What follows belongs to an exercise in optimizing a design on an open flow for small area, a short achievable clock period and few clock cycles; a production flow would make more cautious choices.
Function was checked by simulation only, so behaviour that the tests miss may differ from the original.

### design/flow/config.mk
export PLATFORM = sky130hd
export DESIGN_NAME = mm_stream_engine
export DESIGN_NICKNAME = mm_stream_engine
export VERILOG_FILES = /design/flow/design.v
export SDC_FILE = /design/flow/constraint.sdc
export NUM_CORES = 4
export LEC_CHECK = 0
export CAP_MARGIN = 20
export CORE_MARGIN = 2
export CORE_UTILIZATION = 40
export SLEW_MARGIN = 20
### design/flow/constraint.sdc
create_clock -name core_clock -period 6.5 [get_ports {clk}]
set_input_delay 1.3000 -clock core_clock [delete_from_list [all_inputs] [get_ports {clk}]]
set_output_delay 1.3000 -clock core_clock [all_outputs]
set_load 0.01 [all_outputs]
### design/flow/run.sh
#!/bin/bash
# synth_recipe.tcl (not shown) runs the flow's synth.tcl, then flattens the netlist and writes it again
# the make line also repeats each setting of config.mk as NAME=value (left out here)
make -C /OpenROAD-flow-scripts/flow DESIGN_CONFIG=/design/flow/config.mk WORK_HOME=/design/flow/orfs CLKGATE_MAP_FILE= SYNTH_SCRIPT=/design/flow/synth_recipe.tcl finish
### design/flow/design.v
module mm_stream_engine #(
    parameter int N          = 4,
    parameter int DW         = 8,
    parameter int BRAM_DEPTH = 32
) (
    input  logic                                      clk,
    input  logic                                      rst,
    input  logic                                      start,
    input  logic [$clog2(BRAM_DEPTH):0]               rows,
    output logic                                      busy,
    output logic                                      done,
    output logic                                      b_rd_en,
    output logic [$clog2(N)-1:0]                      b_rd_addr,
    input  logic [N*DW-1:0]                           b_rd_data,
    output logic                                      a_rd_en,
    output logic [$clog2(BRAM_DEPTH)-1:0]             a_rd_addr,
    input  logic [N*DW-1:0]                           a_rd_data,
    output logic                                      c_wr_en,
    output logic [$clog2(BRAM_DEPTH)-1:0]             c_wr_addr,
    output logic [N*(2*DW+$clog2(N))-1:0]             c_wr_data
);
    localparam int AW = $clog2(BRAM_DEPTH);
    localparam int NB = $clog2(N);
    localparam int PW = 2 * DW;
    localparam int RW = 2 * DW + NB;
    localparam int CW = (AW + 1 > NB) ? AW + 1 : NB;
    localparam logic [AW:0] DEPTH_W = BRAM_DEPTH;
    typedef enum logic [2:0] {
        S_IDLE,
        S_LOAD_B,
        S_RUN,
        S_DRAIN,
        S_DONE
    } state_t;
    function automatic logic [AW:0] clamp_rows(input logic [AW:0] x);
        clamp_rows = (x > DEPTH_W) ? DEPTH_W : x;
    endfunction
    function automatic logic [PW-1:0] mul_el(input logic [DW-1:0] a, input logic [DW-1:0] b);
        mul_el = {{(PW-DW){1'b0}}, a} * {{(PW-DW){1'b0}}, b};
    endfunction
    function automatic logic [RW-1:0] ext_el(input logic [PW-1:0] p);
        ext_el = {{(RW-PW){1'b0}}, p};
    endfunction
    state_t          r_state;
    state_t          w_state_nxt;
    logic [CW-1:0]   r_cnt;
    logic [CW-1:0]   w_cnt_nxt;
    logic [CW-1:0]   w_cnt_inc;
    logic [AW:0]     r_rows_q;
    logic [AW:0]     w_rows_nxt;
    logic [AW:0]     w_rows_clamped;
    logic            w_busy;
    logic            w_done;
    logic            w_b_rd_en;
    logic            w_a_rd_en;
    logic            r_bcap_vld;
    logic [NB-1:0]   r_bcap_addr;
    logic [N*DW-1:0] r_bbank [N];
    logic            r_vld_p0;
    logic [AW-1:0]   r_addr_p0;
    logic            r_vld_p1;
    logic [AW-1:0]   r_addr_p1;
    logic [PW-1:0]   r_prod_p1 [N][N];
    logic            r_vld_p2;
    logic [AW-1:0]   r_addr_p2;
    logic [RW-1:0]   r_sum_p2 [N];
    logic [RW-1:0]   w_sum [N];
    assign w_cnt_inc      = r_cnt + CW'(1);
    assign w_rows_clamped = clamp_rows(rows);
    always_ff @(posedge clk or posedge rst) begin
        if (rst) begin
            r_state  <= S_IDLE;
            r_cnt    <= '0;
            r_rows_q <= '0;
        end else begin
            r_state  <= w_state_nxt;
            r_cnt    <= w_cnt_nxt;
            r_rows_q <= w_rows_nxt;
        end
    end
    always_comb begin
        w_state_nxt = r_state;
        w_cnt_nxt   = r_cnt;
        w_rows_nxt  = r_rows_q;
        w_busy      = 1'b0;
        w_done      = 1'b0;
        w_b_rd_en   = 1'b0;
        w_a_rd_en   = 1'b0;
        case (r_state)
            S_IDLE: begin
                if (start) begin
                    w_rows_nxt  = w_rows_clamped;
                    w_cnt_nxt   = '0;
                    w_state_nxt = (w_rows_clamped == '0) ? S_DONE : S_LOAD_B;
                end
            end
            S_LOAD_B: begin
                w_busy    = 1'b1;
                w_b_rd_en = 1'b1;
                if (r_cnt == CW'(N - 1)) begin
                    w_cnt_nxt   = '0;
                    w_state_nxt = S_RUN;
                end else begin
                    w_cnt_nxt = w_cnt_inc;
                end
            end
            S_RUN: begin
                w_busy    = 1'b1;
                w_a_rd_en = 1'b1;
                if (w_cnt_inc == CW'(r_rows_q)) begin
                    w_cnt_nxt   = '0;
                    w_state_nxt = S_DRAIN;
                end else begin
                    w_cnt_nxt = w_cnt_inc;
                end
            end
            S_DRAIN: begin
                w_busy = 1'b1;
                if (!r_vld_p0 && !r_vld_p1) begin
                    w_state_nxt = S_DONE;
                end
            end
            S_DONE: begin
                w_done      = 1'b1;
                w_state_nxt = S_IDLE;
            end
            default: begin
                w_state_nxt = S_IDLE;
            end
        endcase
    end
    assign busy      = w_busy;
    assign done      = w_done;
    assign b_rd_en   = w_b_rd_en;
    assign a_rd_en   = w_a_rd_en;
    assign b_rd_addr = w_b_rd_en ? r_cnt[NB-1:0] : '0;
    assign a_rd_addr = w_a_rd_en ? r_cnt[AW-1:0] : '0;
    always_ff @(posedge clk or posedge rst) begin
        if (rst) begin
            r_bcap_vld  <= 1'b0;
            r_bcap_addr <= '0;
            for (int k = 0; k < N; k++) begin
                r_bbank[k] <= '0;
            end
        end else begin
            r_bcap_vld  <= w_b_rd_en;
            r_bcap_addr <= b_rd_addr;
            if (r_bcap_vld) begin
                r_bbank[r_bcap_addr] <= b_rd_data;
            end
        end
    end
    always_ff @(posedge clk or posedge rst) begin
        if (rst) begin
            r_vld_p0  <= 1'b0;
            r_addr_p0 <= '0;
        end else begin
            r_vld_p0  <= w_a_rd_en;
            r_addr_p0 <= a_rd_addr;
        end
    end
    always_ff @(posedge clk or posedge rst) begin
        if (rst) begin
            r_vld_p1  <= 1'b0;
            r_addr_p1 <= '0;
            for (int k = 0; k < N; k++) begin
                for (int j = 0; j < N; j++) begin
                    r_prod_p1[k][j] <= '0;
                end
            end
        end else begin
            r_vld_p1  <= r_vld_p0;
            r_addr_p1 <= r_addr_p0;
            for (int k = 0; k < N; k++) begin
                for (int j = 0; j < N; j++) begin
                    r_prod_p1[k][j] <= mul_el(a_rd_data[k*DW +: DW], r_bbank[k][j*DW +: DW]);
                end
            end
        end
    end
    always_comb begin
        for (int j = 0; j < N; j++) begin
            w_sum[j] = '0;
            for (int k = 0; k < N; k++) begin
                w_sum[j] = w_sum[j] + ext_el(r_prod_p1[k][j]);
            end
        end
    end
    always_ff @(posedge clk or posedge rst) begin
        if (rst) begin
            r_vld_p2  <= 1'b0;
            r_addr_p2 <= '0;
            for (int j = 0; j < N; j++) begin
                r_sum_p2[j] <= '0;
            end
        end else begin
            r_vld_p2  <= r_vld_p1;
            r_addr_p2 <= r_addr_p1;
            for (int j = 0; j < N; j++) begin
                r_sum_p2[j] <= w_sum[j];
            end
        end
    end
    assign c_wr_en   = r_vld_p2;
    assign c_wr_addr = r_addr_p2;
    always_comb begin
        c_wr_data = '0;
        for (int j = 0; j < N; j++) begin
            c_wr_data[j*RW +: RW] = r_sum_p2[j];
        end
    end
endmodule
==> out/metrics.yaml <==
status:
  outcome: "complete, no violations"
route:
  routedWlPerCell_um: 18.3
  routed_wirelength_um: 130000
  drtPass1Iterations: 5
  first_iter_violations: 1697
  routed_via_density: 4.95
  vias: 35300
  drc: 0
  ant_nets: 0
grt:
  grt_pass1_wl_um: 212000
  grt_max_degree: 154
  grt_pass1_vias: 37900
  grt-ovfl-total: 0
  antenna_found_initial: 15
  grt_usage: 0.201
clock_tree:
  cts_made_buffers: 66
  cts_root_buffer: "clkbuf_16"
  cts_max_path_buffers: 3
  cts_tree: "built"
  path_clk_slew_ns: 0.06
  cts_hold_buffers: 0
  cts_setup_buffers: 0
  cts-resized-gates: 0
  worstSkewPairLatency_ns: 0.67
  clock-sinks: 492
  htree_levels: 3
worst_setup_path:
  rrSetupSlack_ns: 1.90
  critical_path.endpoint_type: "flop"
  cp_num_buf_inv: 4
  crit_chain: "clkdlybuf4s50_1 -> buf_4 -> and2_1 -> fa_1 -> fa_1 -> fa_1 -> inv_1 -> fa_1 -> inv_1 -> ha_1 -> or3_1 -> o21ai_0 -> a21oi_1 -> a211oi_1 -> a21oi_1 -> xnor2_1"
  critPathMaxFanout: 18
  worstSetupStartpointType: "primary input"
  path_delay_family: "adder cells"
  path_class: "primary input to flop"
  cp.required_ns: 7.04
  critical_path_arrival_ns: 5.88
  reg2reg_depth: 15
  cp_slowest_stage_delay_ns: 0.64
  cp_common_cell: "fa_1"
  cp_slowest_cell: "clkdlybuf4s50_1"
  path_depth: 16
yosys:
  syn_area_per_cell_um2: 10.3
  netlist.top_cell.by_area: "fa_1"
  synth_area_leaders: "fa_1 27%, dfrtp_1 23%, ha_1 15%"
  seq_area_frac_synth: 0.232
  synth_ff_type: "dfrtp_1"
  synth_cell_types: 62
  synth_nets: 6575
  netlist_instances: 5153
  async_reset_ff_frac: 1.00
  synth-edff-count: 0
  synth_warnings: 5
  yosys.cell_count.top_type: "and2_1"
  synth_top_area_frac: 0.266
  yosys-top-cells-count: "862 x and2_1, 841 x inv_1, 704 x fa_1"
  synth_seq_cells: 492
  syn_area_mm2: 0.0530
floorplanning:
  core_area_mm2: 0.131
  die_w_um: 368
  row_count: 133
  die_y_um: 368
  initial_utilization: 0.403
  dieArea_mm2: 0.135
  io_pins: 162
sta:
  worst_pin_slew_ns: 0.899
  hold_viol: 0
  period_share: 0.821
  slew_violations: 0
  fmax_mhz: 187
  clock_skew_ns: 0.0431
  setup_viol: 0
  max_slew_margin: 0.401
  rsz0062_at_grt: "no"
  layout_min_cycle_time_ns: 5.34
  setup_slack_ns: 1.16
worst_hold_path:
  hold_class: "flop to flop"
  min_path_cells: 0
placed_design:
  post-place-ws_ns: 0.516
  gp_congestion: 0.843
  port_buffers: 161
  place_area_mm2: 0.0571
  dp_hpwl_um: 101000
layout:
  final_area_mm2: 0.0594
  fillers: 12400
  synthToLayoutAreaGrowth_pct: 12.0
  nets: 6737
  drive_gt1_frac: 0.0600
flow_run:
  drv_cap: 0
==> area by class of cell <==
type	instances	area (um^2)	area share
antenna	5	12.5	0.000211
clock buffer	84	1830	0.0308
clock inverter	33	433	0.00729
inverter	841	3160	0.0532
multi-input combinational	3701	37100	0.625
sequential	492	12300	0.207
tap	1755	2200	0.0370
timing repair buffer	213	2340	0.0394
==> cells in the final DEF, fill, tap and decap left out, types with 25 or more instances in the layout <==
master and count:
mux2_2 129, and2_1 862, nand2_1 262, o21ai_0 94, ha_1 645, buf_12 27
nor2b_1 46, fa_1 704, o21a_1 38, nor3_1 42, clkdlybuf4s50_1 161, nand2b_1 41
inv_1 840, a21oi_1 160, xnor2_1 210, dfrtp_1 492, nor2_1 129, buf_4 25
clkbuf_16 66, a21o_1 39, nand3_1 41
==> layer usage <==
| metal | share of wire | up-vias | global-route usage |
|---|---|---|---|
| li1 | - | 16600 | - |
| met1 | 0.43 | 17900 | 0.260 |
| met2 | 0.48 | 596 | 0.337 |
| met3 | 0.041 | 219 | 0.0285 |
| met4 | 0.041 | 12 | 0.0830 |
| met5 | 0.00058 | - | 0 |
==> through the flow <==
step / util / TNS, ns / std cells / hold slack, ns
after floorplan: - / -724.51 / 5153 / 0.331
after global placement: 0.434 / 0 / 7001 / 0.334
after detailed placement: 0.434 / 0 / 7001 / 0.337
after CTS: 0.452 / 0 / 7118 / 0.347
after global routing: 0.452 / 0 / 7119 / 0.354
final: 0.452 / 0 / 7124 / 0.341
==> worst reg2reg max path: cells and delay by family, from the launching register on <==
kind	cells	cell delay, ns
adder cells (fa/ha/maj)	5	1.96
AO/OA/AOI/OAI	5	1.05
AND/OR/NAND/NOR	3	0.88
flip-flops	1	0.51
buffers and inverters	2	0.09
==> registers in the layout (all words and copies together) (netlist names) <==
name	flops
r_vld_p1	1
r_sum_p2	72
r_rows_q	6
r_vld_p2	1
r_bbank	128
r_state	3
r_cnt	6
r_addr_p2	5
r_bcap_addr	2
r_addr_p0	5
r_prod_p1	256
r_vld_p0	1
r_addr_p1	5
r_bcap_vld	1
==> cell families after synthesis <==
family / share of synthesized area
simple gates: 0.160
mux: 0.0276
compound gates: 0.0560
buf+inv: 0.0680
xor+xnor: 0.0383
flops: 0.232
fa+ha+maj: 0.418
==> worst paths after layout <==
check	from	end
setup / recovery	a_rd_data[26]	r_prod_p1[12][15]
hold / removal	r_addr_p1[1]	r_addr_p2[1]
setup reg to reg	r_bbank[3][26]	r_prod_p1[15][13]
hold reg to reg	r_addr_p1[1]	r_addr_p2[1]
max in group asynchronous	rst	r_sum_p2[2][0]
min in group asynchronous	rst	r_bbank[1][1]
Testbench counts, summed over its fixed seeds: cycles 3,134.

[what the ideal ports hide]
How much do the figures lean on ideal ports? The routed layout below was timed once more, with nothing changed but the port constraints. Step 1: set_driving_cell puts a clkbuf_16 on clk and a buf_2 on each other input, an assumption about the parent block. Step 2 adds t to the input delays and takes it off the output delays; t is the mean of the earliest and latest rising clock arrival at the registers after step 1. Input paths then give back, and output paths get back, about the clock's delay inside the block. Three values: ideal ports, drivers, drivers and shift; two values: the first two.
t, ns: 0.724
setup WS [ns]: 1.160 / 1.206 / 0.483
hold slack, ns: 0.341 / 0.341 / 0.341
slew at the worst register clock pin (ns): 0.07 / 0.07
After both steps setup and hold are still met in this run. For this run, drivers alone change the setup slack by +0.046 ns; drivers and shift together by -0.677 ns.
